Source: an optimization exercise on an open RTL-to-GDS flow (aim: small area, a short achievable clock period and few clock cycles per item). Production flows keep margins and buffers that such runs may drop.
Function was checked by simulation only, so behaviour that the tests miss may differ from the original.
Power is estimated from default activity; no workload was simulated.

## window_stack_hit_test
module window_stack_hit_test (
  input  logic                                clk_i,
  input  logic                                rst_ni,
  input  logic                                in_valid_i,
  output logic                                in_ready_o,
  input  logic                                command_i,
  input  logic [wsh_pkg::SLOT_W-1:0]          slot_i,
  input  logic [wsh_pkg::COORD_BITS-1:0]      left_i,
  input  logic [wsh_pkg::COORD_BITS-1:0]      bottom_i,
  input  logic [wsh_pkg::COORD_BITS-1:0]      right_i,
  input  logic [wsh_pkg::COORD_BITS-1:0]      top_i,
  input  logic [wsh_pkg::COORD_BITS-1:0]      point_x_i,
  input  logic [wsh_pkg::COORD_BITS-1:0]      point_y_i,
  output logic                                out_valid_o,
  input  logic                                out_ready_i,
  output logic                                hit_o,
  output logic [wsh_pkg::ID_OUT_W-1:0]        window_id_o,
  input  logic                                psel,
  input  logic                                penable,
  input  logic                                pwrite,
  input  logic [wsh_pkg::APB_AW-1:0]          paddr,
  input  logic [wsh_pkg::APB_DW-1:0]          pwdata,
  output logic [wsh_pkg::APB_DW-1:0]          prdata,
  output logic                                pready
);
Settings: LEC_CHECK=0, CAP_MARGIN=30, CELL_PAD_IN_SITES_DETAIL_PLACEMENT=2, CELL_PAD_IN_SITES_GLOBAL_PLACEMENT=2, CORE_MARGIN=2, CORE_UTILIZATION=35, CTS_BUF_LIST=sky130_fd_sc_hd__clkbuf_8, SETUP_SLACK_MARGIN=4.25, SLEW_MARGIN=20; clock period 8.0 ns.
run.sh (not shown) runs the stock make flow with config.mk's settings and CLKGATE_MAP_FILE= SYNTH_SCRIPT=/design/flow/synth_recipe.tcl, a recipe that flattens the netlist after the stock synthesis.
Testbench counts at the start, summed over its fixed seeds: cycles 9,624, items 9,600.
==> next run, changes <==
CTS_CLUSTER_DIAMETER = 50   (was not set)
CTS_CLUSTER_SIZE = 16   (was not set)
What happened: The changed run finished with timing, DRC and antenna clean. Clock-buffer cell count shrinks by 78. Non-clock buffer count grows by 5. Combinational power shrinks by 3.8%. Setup slack loses 0.018 ns. Global-route usage shrinks by 0.42 points.
==> next run, changes <==
CORE_UTILIZATION = 42   (was 35)
What happened: Routed wire length grows by about 0.9%. Hold slack gains 0.013 ns. Worst setup slack is worse by 0.11 ns. Global-route usage rose by 5.1 points. Die area is lower by about 17%. Via count rises by about 2.3%. Clock skew went down by 0.0092 ns.

========
Another version of the RTL of window_stack_hit_test (not shown whole).
Size: ~4500 cells after synthesis, ~1100 flip-flops, ~160 I/O pins.
Settings: LEC_CHECK=0, CAP_MARGIN=30, CELL_PAD_IN_SITES_DETAIL_PLACEMENT=1, CELL_PAD_IN_SITES_GLOBAL_PLACEMENT=1, CORE_MARGIN=2, CORE_UTILIZATION=55, SETUP_SLACK_MARGIN=4.4, SLEW_MARGIN=20; clock period 8.0 ns.
The baseline reached the layout checks and failed them: capacitance limit.
Testbench counts at the start, summed over its fixed seeds: cycles 9,624, items 9,600.
Edit:
--- a/flow/config.mk
+++ b/flow/config.mk
@@ -7,8 +7,10 @@
 export LEC_CHECK = 0
 export CAP_MARGIN = 30
-export CELL_PAD_IN_SITES_DETAIL_PLACEMENT = 1
-export CELL_PAD_IN_SITES_GLOBAL_PLACEMENT = 1
+export CELL_PAD_IN_SITES_DETAIL_PLACEMENT = 2
+export CELL_PAD_IN_SITES_GLOBAL_PLACEMENT = 2
 export CORE_MARGIN = 2
-export CORE_UTILIZATION = 55
-export SETUP_SLACK_MARGIN = 4.4
+export CORE_UTILIZATION = 35
+export CTS_BUF_LIST = sky130_fd_sc_hd__clkbuf_8
+export PLACE_DENSITY = 0.75
+export SETUP_SLACK_MARGIN = 4.1
 export SLEW_MARGIN = 20
After rerunning: The new run finished with timing, DRC and antenna clean. Flip-flop and latch count is unchanged. Count of clock-buffer cells in the layout came out higher by 78. Critical path depth came out lower by 4. Design area came out lower by a few percent. Core utilization came out lower by 27 points. Hold slack is worse by 0.0077 ns. Setup slack is better by 0.40 ns. Total power came out lower by roughly a tenth. Die area came out higher by well over a third. Non-clock buffer count came out lower by 137. Routed wire length came out higher slightly.
Edit:
--- a/flow/config.mk
+++ b/flow/config.mk
@@ -11,6 +11,5 @@
 export CORE_MARGIN = 2
 export CORE_UTILIZATION = 35
-export CTS_BUF_LIST = sky130_fd_sc_hd__clkbuf_8
-export PLACE_DENSITY = 0.75
+export CTS_BUF_LIST = sky130_fd_sc_hd__clkbuf_4
 export SETUP_SLACK_MARGIN = 4.1
 export SLEW_MARGIN = 20
What happened:
- global-route usage came out lower by 1.3 points
- routed wire length came out lower by 7.6%
- sequential power came out lower by about 1%
- combinational power came out lower by 12%
- die area stays the same
- utilization came out lower by 0.12 points
- sequential cell count is unchanged
- register-to-register slack improved by 0.15 ns
Edit:
--- a/flow/config.mk
+++ b/flow/config.mk
@@ -11,5 +11,4 @@
 export CORE_MARGIN = 2
 export CORE_UTILIZATION = 35
-export CTS_BUF_LIST = sky130_fd_sc_hd__clkbuf_4
-export SETUP_SLACK_MARGIN = 4.1
+export SETUP_SLACK_MARGIN = 4.4
 export SLEW_MARGIN = 20
Result: Synthesized area is unchanged. Fmax went up by 2.1%. Clock-buffer cell count drops by 309. Wire length increases by 8.9%. Register-to-register slack gains 0.08 ns. Via count grows by 1.3%. Clock power grows by 13%.

## what the ideal ports hide
The results above use ideal ports. As a check the final layouts listed here were re-extracted and re-timed, cells and wires unchanged. Step 1 assumes that a clkbuf_16 drives the clock port and a buf_2 every other input. Step 2 adds t to the input delays and takes it off the output delays; t is the mean of the earliest and latest rising clock arrival at the registers after step 1. Input paths then give back, and output paths get back, about the clock's delay inside the block. Slacks: ideal ports / drivers / drivers and shift; pairs: ideal ports / drivers.
run	t (ns)	setup slack, ns	hold WS [ns]
the first run of note 1	0.964	4.287 / 4.266 / 3.907	0.325 / 0.325 / 0.325
the second run of note 1	0.967	4.268 / 4.260 / 4.000	0.313 / 0.313 / 0.313
the third run of note 1	0.973	4.157 / 4.157 / 3.894	0.327 / 0.327 / 0.327
the first run of note 2	0.793	3.554 / 3.554 / 3.554	0.326 / 0.326 / 0.326
the second run of note 2	0.985	3.957 / 3.957 / 3.957	0.318 / 0.318 / 0.318
the third run of note 2	1.264	4.104 / 4.104 / 4.104	0.317 / 0.306 / 0.317
the fourth run of note 2	0.836	4.186 / 4.186 / 4.180	0.325 / 0.325 / 0.325
The setup slack of the first run of note 1, which loses most, moves by -0.021 ns with the drivers and by -0.380 ns with both steps.
